Source: an optimization exercise on an open RTL-to-GDS flow (aim: small area, a short achievable clock period and few clock cycles per item). Production flows keep margins and buffers that such runs may drop. RTL that was checked went through simulation tests only; none was proved equivalent to the original. No activity file was given, so power comes from the tool's default toggle rates.

==> violet <==
==> flow/design.v <==
package rrss_pkg;
  localparam int NUM_SLOTS  = 16;
  localparam int SLOT_W     = 4;
  localparam logic [7:0] TIME_SLICE_RST = 8'd16;
  localparam logic [1:0] ACT_TICK  = 2'd0;
  localparam logic [1:0] ACT_SLEEP = 2'd1;
  localparam logic [1:0] ACT_EXIT  = 2'd2;
  localparam logic [1:0] ACT_FORK  = 2'd3;
endpackage
module rrss_ctrl (
  input  logic        start,
  input  logic [17:0] item_i,
  input  logic        ne_i,        
  output logic        step_o,      
  output logic        sw_o,        
  output logic        tick_o,
  output logic        sleep_o,
  output logic        fork_o,      
  output logic        t1_o         
);
  logic [1:0]  act;
  logic [15:0] ticks;
  assign act   = item_i[17:16];
  assign ticks = item_i[15:0];
  assign tick_o  = (act == rrss_pkg::ACT_TICK);
  assign sleep_o = (act == rrss_pkg::ACT_SLEEP);
  assign fork_o  = start & (act == rrss_pkg::ACT_FORK);
  assign step_o  = start & (act != rrss_pkg::ACT_FORK) & ((act != rrss_pkg::ACT_SLEEP) | (|ticks));
  assign sw_o    = step_o & ~(tick_o & ne_i);
  assign t1_o    = (ticks == 16'd1);
endmodule
module rrss_datapath (
  input  logic [15:0]     blk_i,
  input  logic [15:0]     rdy_i,
  input  logic [16*16-1:0] wake_i,
  input  logic [15:0]     step_i,
  input  logic [15:0]     ticks_i,       
  input  logic            k2_i,
  input  logic [3:0]      last_i,
  input  logic [3:0]      last2_i,
  input  logic [15:0]     wsum_i,        
  input  logic [3:0]      cur_i,
  input  logic [7:0]      slice_i,
  input  logic [7:0]      ts_i,
  output logic [15:0]     cd_blk_o,      
  output logic [15:0]     cd_rdy_o,
  output logic [15:0]     last_oh_o,
  output logic [15:0]     last2_oh_o,
  output logic [15:0]     cur_oh_o,
  output logic [15:0]     found_oh_o,    
  output logic [3:0]      found_idx_o,
  output logic            any_cand_o,
  output logic [15:0]     first_dead_o,
  output logic [3:0]      dead_idx_o,
  output logic            any_dead_o,
  output logic            ne_o,
  output logic [15:0]     step_inc_o,
  output logic [15:0]     wake_new_o,
  output logic [7:0]      slice_inc_o
);
  localparam int N = rrss_pkg::NUM_SLOTS;
  logic [N-1:0] due, cand, cand_hi, pre_hi, pre_all, first_hi, first_all, dead, pre_dead;
  logic         any_hi;
  logic [N-1:0] above;
  logic         wsum_due;
  assign wsum_due = (wsum_i == step_i);
  assign step_inc_o  = step_i + 16'd1;
  assign wake_new_o  = step_i + ticks_i;
  assign slice_inc_o = slice_i + 8'd1;
  assign ne_o        = (slice_i != ts_i);
  always_comb begin
    for (int i = 0; i < N; i++) begin
      last_oh_o[i]  = (last_i == 4'(i));
      last2_oh_o[i] = (last2_i == 4'(i));
      cur_oh_o[i]  = (cur_i == 4'(i));
      above[i]     = (cur_i < 4'(i));
      due[i]       = last_oh_o[i] ? k2_i
                   : (last2_oh_o[i] ? wsum_due : (wake_i[16*i +: 16] == step_i));
    end
  end
  assign cd_blk_o = blk_i & ~rdy_i;
  assign cd_rdy_o = rdy_i | (blk_i & due);
  assign cand    = rdy_i & ~16'b1;
  assign cand_hi = cand & above;
  assign dead    = ~blk_i & ~rdy_i;
  always_comb begin
    pre_hi[0]   = 1'b0;
    pre_all[0]  = 1'b0;
    pre_dead[0] = 1'b0;
    for (int i = 1; i < N; i++) begin
      pre_hi[i]   = pre_hi[i-1]   | cand_hi[i-1];
      pre_all[i]  = pre_all[i-1]  | cand[i-1];
      pre_dead[i] = pre_dead[i-1] | dead[i-1];
    end
  end
  assign first_hi     = cand_hi & ~pre_hi;
  assign first_all    = cand & ~pre_all;
  assign first_dead_o = dead & ~pre_dead;
  assign any_hi     = |cand_hi;
  assign any_cand_o = |cand;
  assign any_dead_o = |dead;
  assign found_oh_o    = any_hi ? first_hi : first_all;
  always_comb begin
    found_idx_o = '0;
    dead_idx_o  = '0;
    for (int i = 0; i < N; i++) begin
      if (found_oh_o[i]) found_idx_o = found_idx_o | 4'(i);
      if (first_dead_o[i]) dead_idx_o = dead_idx_o | 4'(i);
    end
  end
endmodule
module round_robin_sleep_scheduler_unit (
  input  logic                clk_i,
  input  logic                rst_ni,
  input  logic                start,
  input  logic [17:0]         item_i,
  output logic                busy,
  input  logic                cfg_we_i,
  input  logic [7:0]          cfg_wdata_i,
  output logic                done_o,
  output logic [8:0]          result_o
);
  localparam int N = rrss_pkg::NUM_SLOTS;
  logic [N-1:0]    blk_q, rdy_q;
  logic [16*N-1:0] wake_q;
  logic [15:0]     step_q;
  logic [15:0]     ticks_q;
  logic            k2_q;
  logic [3:0]      last_q, last2_q;
  logic [15:0]     wsum_q;
  logic [3:0]      cur_q;
  logic [7:0]      slice_q;
  logic [7:0]      ts_q;
  logic            done_q;
  logic [3:0]      new_slot_q;
  logic            failed_q;
  logic            step, sw, tick, sleep, fork_acc, t1, ne;
  logic [N-1:0]    cd_blk, cd_rdy, last_oh, last2_oh, cur_oh, found_oh, first_dead;
  logic [3:0]      found_idx, dead_idx;
  logic            any_cand, any_dead;
  logic [15:0]     step_inc, wake_new;
  logic [7:0]      slice_inc;
  logic [N-1:0]    pick_oh;
  logic [3:0]      pick_idx;
  rrss_ctrl u_ctrl (
    .start   (start),
    .item_i  (item_i),
    .ne_i    (ne),
    .step_o  (step),
    .sw_o    (sw),
    .tick_o  (tick),
    .sleep_o (sleep),
    .fork_o  (fork_acc),
    .t1_o    (t1)
  );
  rrss_datapath u_dp (
    .blk_i         (blk_q),
    .rdy_i         (rdy_q),
    .wake_i        (wake_q),
    .step_i        (step_q),
    .ticks_i       (ticks_q),
    .k2_i          (k2_q),
    .last_i        (last_q),
    .last2_i       (last2_q),
    .wsum_i        (wsum_q),
    .cur_i         (cur_q),
    .slice_i       (slice_q),
    .ts_i          (ts_q),
    .cd_blk_o      (cd_blk),
    .cd_rdy_o      (cd_rdy),
    .last_oh_o     (last_oh),
    .last2_oh_o    (last2_oh),
    .cur_oh_o      (cur_oh),
    .found_oh_o    (found_oh),
    .found_idx_o   (found_idx),
    .any_cand_o    (any_cand),
    .first_dead_o  (first_dead),
    .dead_idx_o    (dead_idx),
    .any_dead_o    (any_dead),
    .ne_o          (ne),
    .step_inc_o    (step_inc),
    .wake_new_o    (wake_new),
    .slice_inc_o   (slice_inc)
  );
  assign pick_oh    = any_cand ? found_oh : (tick ? cur_oh : 16'b1);
  assign pick_idx   = any_cand ? found_idx : (tick ? cur_q : 4'd0);
  always_ff @(posedge clk_i or negedge rst_ni) begin
    if (!rst_ni) begin
      blk_q <= '0;
      rdy_q <= 16'b1;
    end else begin
      for (int i = 0; i < N; i++) begin
        if (step) begin
          if (sw & pick_oh[i]) begin
            blk_q[i] <= 1'b1;
            rdy_q[i] <= 1'b0;
          end else if (cur_oh[i]) begin
            blk_q[i] <= sleep | ~sw;
            rdy_q[i] <= (tick & sw) | (sleep & t1);
          end else begin
            blk_q[i] <= cd_blk[i];
            rdy_q[i] <= cd_rdy[i];
          end
        end else if (fork_acc & first_dead[i]) begin
          rdy_q[i] <= 1'b1;
        end
      end
      blk_q[0] <= 1'b0;
      if (step) begin
        if (sw & pick_oh[0]) begin
          rdy_q[0] <= 1'b1;
        end else if (cur_oh[0]) begin
          rdy_q[0] <= ~(sleep | tick) ? 1'b0 : 1'b1;
        end
      end
    end
  end
  always_ff @(posedge clk_i) begin
    ticks_q <= item_i[15:0] - 16'd2;
    k2_q    <= (item_i[15:0] == 16'd2);
    wsum_q  <= wake_new;
    for (int i = 0; i < N; i++) begin
      if (last2_oh[i]) wake_q[16*i +: 16] <= wsum_q;
    end
  end
  always_ff @(posedge clk_i or negedge rst_ni) begin
    if (!rst_ni) begin
      step_q   <= '0;
      last_q   <= '0;
      last2_q  <= '0;
      cur_q    <= '0;
      slice_q  <= '0;
      ts_q     <= rrss_pkg::TIME_SLICE_RST;
      done_q   <= 1'b0;
    end else begin
      if (cfg_we_i) ts_q <= cfg_wdata_i;
      if (step) step_q <= step_inc;
      last_q  <= cur_q;
      last2_q <= last_q;
      if (sw) begin
        cur_q    <= pick_idx;
        slice_q  <= 8'd1;
      end else if (step) begin
        slice_q <= slice_inc;
      end
      done_q <= start;
    end
  end
  always_ff @(posedge clk_i) begin
    if (start) begin
      new_slot_q <= (fork_acc & any_dead) ? dead_idx : 4'd0;
      failed_q   <= fork_acc & ~any_dead;
    end
  end
  assign busy     = 1'b0;
  assign done_o   = done_q;
  assign result_o = {cur_q, new_slot_q, failed_q};
endmodule
==> flow/run.sh <==
#!/bin/bash
# synth_recipe.tcl (not shown) runs the flow's synth.tcl, then flattens the netlist and writes it again
# the make line also repeats each setting of config.mk as NAME=value (left out here)
make -C /OpenROAD-flow-scripts/flow DESIGN_CONFIG=/design/flow/config.mk WORK_HOME=/design/flow/orfs CLKGATE_MAP_FILE= SYNTH_SCRIPT=/design/flow/synth_recipe.tcl finish
==> flow/config.mk <==
export PLATFORM = sky130hd
export DESIGN_NAME = round_robin_sleep_scheduler_unit
export DESIGN_NICKNAME = round_robin_sleep_scheduler_unit
export VERILOG_FILES = /design/flow/design.v
export SDC_FILE = /design/flow/constraint.sdc
export NUM_CORES = 4
export LEC_CHECK = 0
export CAP_MARGIN = 20
export CORE_MARGIN = 2
export CORE_UTILIZATION = 50
export CTS_CLUSTER_DIAMETER = 80
export CTS_CLUSTER_SIZE = 25
export SETUP_SLACK_MARGIN = 5
export SLEW_MARGIN = 20
==> flow/constraint.sdc <==
create_clock -name core_clock -period 8.0 [get_ports {clk_i}]
set_input_delay 1.6000 -clock core_clock [delete_from_list [all_inputs] [get_ports {clk_i}]]
set_output_delay 1.6000 -clock core_clock [all_outputs]
set_load 0.01 [all_outputs]
==> yarrow (differences from violet) <==
--- a/flow/design.v
+++ b/flow/design.v
@@ -34,20 +34,18 @@
   input  logic [15:0]     rdy_i,
   input  logic [16*16-1:0] wake_i,
   input  logic [15:0]     step_i,
-  input  logic [15:0]     ticks_i,       
+  input  logic [15:0]     ticks_i,
   input  logic            k2_i,
   input  logic [3:0]      last_i,
-  input  logic [3:0]      last2_i,
-  input  logic [15:0]     wsum_i,        
-  input  logic [3:0]      cur_i,
+  input  logic [15:0]     above_i,
   input  logic [7:0]      slice_i,
   input  logic [7:0]      ts_i,
   output logic [15:0]     cd_blk_o,      
   output logic [15:0]     cd_rdy_o,
   output logic [15:0]     last_oh_o,
-  output logic [15:0]     last2_oh_o,
   output logic [15:0]     cur_oh_o,
   output logic [15:0]     found_oh_o,    
+  output logic [15:0]     found_above_o,
   output logic [3:0]      found_idx_o,
   output logic            any_cand_o,
   output logic [15:0]     first_dead_o,
@@ -61,27 +59,21 @@
   localparam int N = rrss_pkg::NUM_SLOTS;
   logic [N-1:0] due, cand, cand_hi, pre_hi, pre_all, first_hi, first_all, dead, pre_dead;
   logic         any_hi;
-  logic [N-1:0] above;
-  logic         wsum_due;
-  assign wsum_due = (wsum_i == step_i);
   assign step_inc_o  = step_i + 16'd1;
-  assign wake_new_o  = step_i + ticks_i;
+  assign wake_new_o  = step_i + ticks_i - 16'd2;
   assign slice_inc_o = slice_i + 8'd1;
   assign ne_o        = (slice_i != ts_i);
   always_comb begin
     for (int i = 0; i < N; i++) begin
-      last_oh_o[i]  = (last_i == 4'(i));
-      last2_oh_o[i] = (last2_i == 4'(i));
-      cur_oh_o[i]  = (cur_i == 4'(i));
-      above[i]     = (cur_i < 4'(i));
-      due[i]       = last_oh_o[i] ? k2_i
-                   : (last2_oh_o[i] ? wsum_due : (wake_i[16*i +: 16] == step_i));
+      last_oh_o[i] = (last_i == 4'(i));
+      cur_oh_o[i]  = ~above_i[i] & ((i == N-1) | above_i[(i+1) % N]);
+      due[i]       = last_oh_o[i] ? k2_i : (wake_i[16*i +: 16] == step_i);
     end
   end
   assign cd_blk_o = blk_i & ~rdy_i;
   assign cd_rdy_o = rdy_i | (blk_i & due);
   assign cand    = rdy_i & ~16'b1;
-  assign cand_hi = cand & above;
+  assign cand_hi = cand & above_i;
   assign dead    = ~blk_i & ~rdy_i;
   always_comb begin
     pre_hi[0]   = 1'b0;
@@ -100,6 +92,7 @@
   assign any_cand_o = |cand;
   assign any_dead_o = |dead;
   assign found_oh_o    = any_hi ? first_hi : first_all;
+  assign found_above_o = any_hi ? pre_hi : pre_all;
   always_comb begin
     found_idx_o = '0;
     dead_idx_o  = '0;
@@ -126,21 +119,21 @@
   logic [15:0]     step_q;
   logic [15:0]     ticks_q;
   logic            k2_q;
-  logic [3:0]      last_q, last2_q;
-  logic [15:0]     wsum_q;
+  logic [3:0]      last_q;
   logic [3:0]      cur_q;
+  logic [N-1:0]    above_q;
   logic [7:0]      slice_q;
   logic [7:0]      ts_q;
   logic            done_q;
   logic [3:0]      new_slot_q;
   logic            failed_q;
   logic            step, sw, tick, sleep, fork_acc, t1, ne;
-  logic [N-1:0]    cd_blk, cd_rdy, last_oh, last2_oh, cur_oh, found_oh, first_dead;
+  logic [N-1:0]    cd_blk, cd_rdy, last_oh, cur_oh, found_oh, found_above, first_dead;
   logic [3:0]      found_idx, dead_idx;
   logic            any_cand, any_dead;
   logic [15:0]     step_inc, wake_new;
   logic [7:0]      slice_inc;
-  logic [N-1:0]    pick_oh;
+  logic [N-1:0]    pick_oh, pick_above;
   logic [3:0]      pick_idx;
   rrss_ctrl u_ctrl (
     .start   (start),
@@ -161,17 +154,15 @@
     .ticks_i       (ticks_q),
     .k2_i          (k2_q),
     .last_i        (last_q),
-    .last2_i       (last2_q),
-    .wsum_i        (wsum_q),
-    .cur_i         (cur_q),
+    .above_i       (above_q),
     .slice_i       (slice_q),
     .ts_i          (ts_q),
     .cd_blk_o      (cd_blk),
     .cd_rdy_o      (cd_rdy),
     .last_oh_o     (last_oh),
-    .last2_oh_o    (last2_oh),
     .cur_oh_o      (cur_oh),
     .found_oh_o    (found_oh),
+    .found_above_o (found_above),
     .found_idx_o   (found_idx),
     .any_cand_o    (any_cand),
     .first_dead_o  (first_dead),
@@ -183,6 +174,7 @@
     .slice_inc_o   (slice_inc)
   );
   assign pick_oh    = any_cand ? found_oh : (tick ? cur_oh : 16'b1);
+  assign pick_above = any_cand ? found_above : (tick ? above_q : ~16'b1);
   assign pick_idx   = any_cand ? found_idx : (tick ? cur_q : 4'd0);
   always_ff @(posedge clk_i or negedge rst_ni) begin
     if (!rst_ni) begin
@@ -216,29 +208,28 @@
     end
   end
   always_ff @(posedge clk_i) begin
-    ticks_q <= item_i[15:0] - 16'd2;
+    ticks_q <= item_i[15:0];
     k2_q    <= (item_i[15:0] == 16'd2);
-    wsum_q  <= wake_new;
     for (int i = 0; i < N; i++) begin
-      if (last2_oh[i]) wake_q[16*i +: 16] <= wsum_q;
+      if (last_oh[i]) wake_q[16*i +: 16] <= wake_new;
     end
   end
   always_ff @(posedge clk_i or negedge rst_ni) begin
     if (!rst_ni) begin
       step_q   <= '0;
       last_q   <= '0;
-      last2_q  <= '0;
       cur_q    <= '0;
+      above_q  <= ~16'b1;
       slice_q  <= '0;
       ts_q     <= rrss_pkg::TIME_SLICE_RST;
       done_q   <= 1'b0;
     end else begin
       if (cfg_we_i) ts_q <= cfg_wdata_i;
       if (step) step_q <= step_inc;
-      last_q  <= cur_q;
-      last2_q <= last_q;
+      last_q <= cur_q;
       if (sw) begin
         cur_q    <= pick_idx;
+        above_q  <= pick_above;
         slice_q  <= 8'd1;
       end else if (step) begin
         slice_q <= slice_inc;
==> flow/flow/run.sh (new file) <==
#!/bin/bash
set -euo pipefail
export SETUP_SLACK_MARGIN=5.5
bash standard.sh > standard_flow.log 2>&1
==> flow/standard.sh (new file) <==
#!/bin/bash
# synth_recipe.tcl (not shown) runs the flow's synth.tcl, then flattens the netlist and writes it again
# the make line also repeats each setting of config.mk as NAME=value (left out here)
make -C /OpenROAD-flow-scripts/flow DESIGN_CONFIG=/design/flow/config.mk WORK_HOME=/design/flow/orfs CLKGATE_MAP_FILE= SYNTH_SCRIPT=/design/flow/synth_recipe.tcl "${@:-finish}"
ABC_AREA = 1   (was not set)
CTS_CLUSTER_DIAMETER = not set   (was 80)
CTS_CLUSTER_SIZE = not set   (was 25)
SETUP_SLACK_MARGIN = not set   (was 5)
removed: flow/run.sh
==> onyx (differences from violet) <==
--- a/flow/design.v
+++ b/flow/design.v
@@ -34,20 +34,18 @@
   input  logic [15:0]     rdy_i,
   input  logic [16*16-1:0] wake_i,
   input  logic [15:0]     step_i,
-  input  logic [15:0]     ticks_i,       
+  input  logic [15:0]     ticks_i,
   input  logic            k2_i,
   input  logic [3:0]      last_i,
-  input  logic [3:0]      last2_i,
-  input  logic [15:0]     wsum_i,        
-  input  logic [3:0]      cur_i,
+  input  logic [15:0]     above_i,
   input  logic [7:0]      slice_i,
   input  logic [7:0]      ts_i,
   output logic [15:0]     cd_blk_o,      
   output logic [15:0]     cd_rdy_o,
   output logic [15:0]     last_oh_o,
-  output logic [15:0]     last2_oh_o,
   output logic [15:0]     cur_oh_o,
   output logic [15:0]     found_oh_o,    
+  output logic [15:0]     found_above_o,
   output logic [3:0]      found_idx_o,
   output logic            any_cand_o,
   output logic [15:0]     first_dead_o,
@@ -61,27 +59,21 @@
   localparam int N = rrss_pkg::NUM_SLOTS;
   logic [N-1:0] due, cand, cand_hi, pre_hi, pre_all, first_hi, first_all, dead, pre_dead;
   logic         any_hi;
-  logic [N-1:0] above;
-  logic         wsum_due;
-  assign wsum_due = (wsum_i == step_i);
   assign step_inc_o  = step_i + 16'd1;
-  assign wake_new_o  = step_i + ticks_i;
+  assign wake_new_o  = step_i + ticks_i - 16'd2;
   assign slice_inc_o = slice_i + 8'd1;
   assign ne_o        = (slice_i != ts_i);
   always_comb begin
     for (int i = 0; i < N; i++) begin
-      last_oh_o[i]  = (last_i == 4'(i));
-      last2_oh_o[i] = (last2_i == 4'(i));
-      cur_oh_o[i]  = (cur_i == 4'(i));
-      above[i]     = (cur_i < 4'(i));
-      due[i]       = last_oh_o[i] ? k2_i
-                   : (last2_oh_o[i] ? wsum_due : (wake_i[16*i +: 16] == step_i));
+      last_oh_o[i] = (last_i == 4'(i));
+      cur_oh_o[i]  = ~above_i[i] & ((i == N-1) | above_i[(i+1) % N]);
+      due[i]       = last_oh_o[i] ? k2_i : (wake_i[16*i +: 16] == step_i);
     end
   end
   assign cd_blk_o = blk_i & ~rdy_i;
   assign cd_rdy_o = rdy_i | (blk_i & due);
   assign cand    = rdy_i & ~16'b1;
-  assign cand_hi = cand & above;
+  assign cand_hi = cand & above_i;
   assign dead    = ~blk_i & ~rdy_i;
   always_comb begin
     pre_hi[0]   = 1'b0;
@@ -100,6 +92,7 @@
   assign any_cand_o = |cand;
   assign any_dead_o = |dead;
   assign found_oh_o    = any_hi ? first_hi : first_all;
+  assign found_above_o = any_hi ? pre_hi : pre_all;
   always_comb begin
     found_idx_o = '0;
     dead_idx_o  = '0;
@@ -126,21 +119,21 @@
   logic [15:0]     step_q;
   logic [15:0]     ticks_q;
   logic            k2_q;
-  logic [3:0]      last_q, last2_q;
-  logic [15:0]     wsum_q;
+  logic [3:0]      last_q;
   logic [3:0]      cur_q;
+  logic [N-1:0]    above_q;
   logic [7:0]      slice_q;
   logic [7:0]      ts_q;
   logic            done_q;
   logic [3:0]      new_slot_q;
   logic            failed_q;
   logic            step, sw, tick, sleep, fork_acc, t1, ne;
-  logic [N-1:0]    cd_blk, cd_rdy, last_oh, last2_oh, cur_oh, found_oh, first_dead;
+  logic [N-1:0]    cd_blk, cd_rdy, last_oh, cur_oh, found_oh, found_above, first_dead;
   logic [3:0]      found_idx, dead_idx;
   logic            any_cand, any_dead;
   logic [15:0]     step_inc, wake_new;
   logic [7:0]      slice_inc;
-  logic [N-1:0]    pick_oh;
+  logic [N-1:0]    pick_oh, pick_above;
   logic [3:0]      pick_idx;
   rrss_ctrl u_ctrl (
     .start   (start),
@@ -161,17 +154,15 @@
     .ticks_i       (ticks_q),
     .k2_i          (k2_q),
     .last_i        (last_q),
-    .last2_i       (last2_q),
-    .wsum_i        (wsum_q),
-    .cur_i         (cur_q),
+    .above_i       (above_q),
     .slice_i       (slice_q),
     .ts_i          (ts_q),
     .cd_blk_o      (cd_blk),
     .cd_rdy_o      (cd_rdy),
     .last_oh_o     (last_oh),
-    .last2_oh_o    (last2_oh),
     .cur_oh_o      (cur_oh),
     .found_oh_o    (found_oh),
+    .found_above_o (found_above),
     .found_idx_o   (found_idx),
     .any_cand_o    (any_cand),
     .first_dead_o  (first_dead),
@@ -183,6 +174,7 @@
     .slice_inc_o   (slice_inc)
   );
   assign pick_oh    = any_cand ? found_oh : (tick ? cur_oh : 16'b1);
+  assign pick_above = any_cand ? found_above : (tick ? above_q : ~16'b1);
   assign pick_idx   = any_cand ? found_idx : (tick ? cur_q : 4'd0);
   always_ff @(posedge clk_i or negedge rst_ni) begin
     if (!rst_ni) begin
@@ -216,29 +208,28 @@
     end
   end
   always_ff @(posedge clk_i) begin
-    ticks_q <= item_i[15:0] - 16'd2;
+    ticks_q <= item_i[15:0];
     k2_q    <= (item_i[15:0] == 16'd2);
-    wsum_q  <= wake_new;
     for (int i = 0; i < N; i++) begin
-      if (last2_oh[i]) wake_q[16*i +: 16] <= wsum_q;
+      if (last_oh[i]) wake_q[16*i +: 16] <= wake_new;
     end
   end
   always_ff @(posedge clk_i or negedge rst_ni) begin
     if (!rst_ni) begin
       step_q   <= '0;
       last_q   <= '0;
-      last2_q  <= '0;
       cur_q    <= '0;
+      above_q  <= ~16'b1;
       slice_q  <= '0;
       ts_q     <= rrss_pkg::TIME_SLICE_RST;
       done_q   <= 1'b0;
     end else begin
       if (cfg_we_i) ts_q <= cfg_wdata_i;
       if (step) step_q <= step_inc;
-      last_q  <= cur_q;
-      last2_q <= last_q;
+      last_q <= cur_q;
       if (sw) begin
         cur_q    <= pick_idx;
+        above_q  <= pick_above;
         slice_q  <= 8'd1;
       end else if (step) begin
         slice_q <= slice_inc;
CORE_UTILIZATION = 55   (was 50)
==> notes <==
Between onyx and yarrow, the lower non-clock buffer count is in onyx (gap 53).
The lowest worst hold slack belongs to violet, the highest to onyx.
Clock skew: onyx > violet > yarrow.
In onyx the sequential power is larger than in violet, by 8.5%.
In yarrow the synthesized cell count is higher than in onyx, by 45%.
Testbench counts of yarrow, summed over its fixed seeds: cycles 8,000, items 8,000.
Testbench counts of onyx, summed over its fixed seeds: cycles 8,000, items 8,000.
Only the layout flow was run in violet; the RTL was not checked for function there.

port drivers added, routing unchanged:
The flow's constraints put no driver on any port. The routed layouts listed below were extracted and timed again, unchanged, in two steps. Step 1 sets driving cells, clkbuf_16 on the clock port and buf_2 on the other inputs (assumed; they add their load-dependent delay and slew). Step 2 also shifts input and output timing later by t, the mid clock arrival at the registers, as if the neighbouring blocks saw the same clock. Slacks: ideal / step 1 / step 2; pairs: ideal / step 1.
| run | t (ns) | slack for setup (ns) | worst setup path at the end | worst slew at a driven data input, ns | cell pins on the clock port's net |
|---|---|---|---|---|---|
| violet | 0.588 | 4.924 / 4.948 / 4.360 | input to register | 0.05 | 1 |
| yarrow | 0.614 | 5.280 / 5.252 / 4.800 | input to register | 0.05 | 1 |
| onyx | 0.567 | 5.000 / 4.983 / 4.505 | input to register | 0.05 | 1 |
After both steps every run listed still meets setup and hold. The setup slack of violet, which loses most, moves by +0.024 ns with the drivers and by -0.564 ns with both steps.
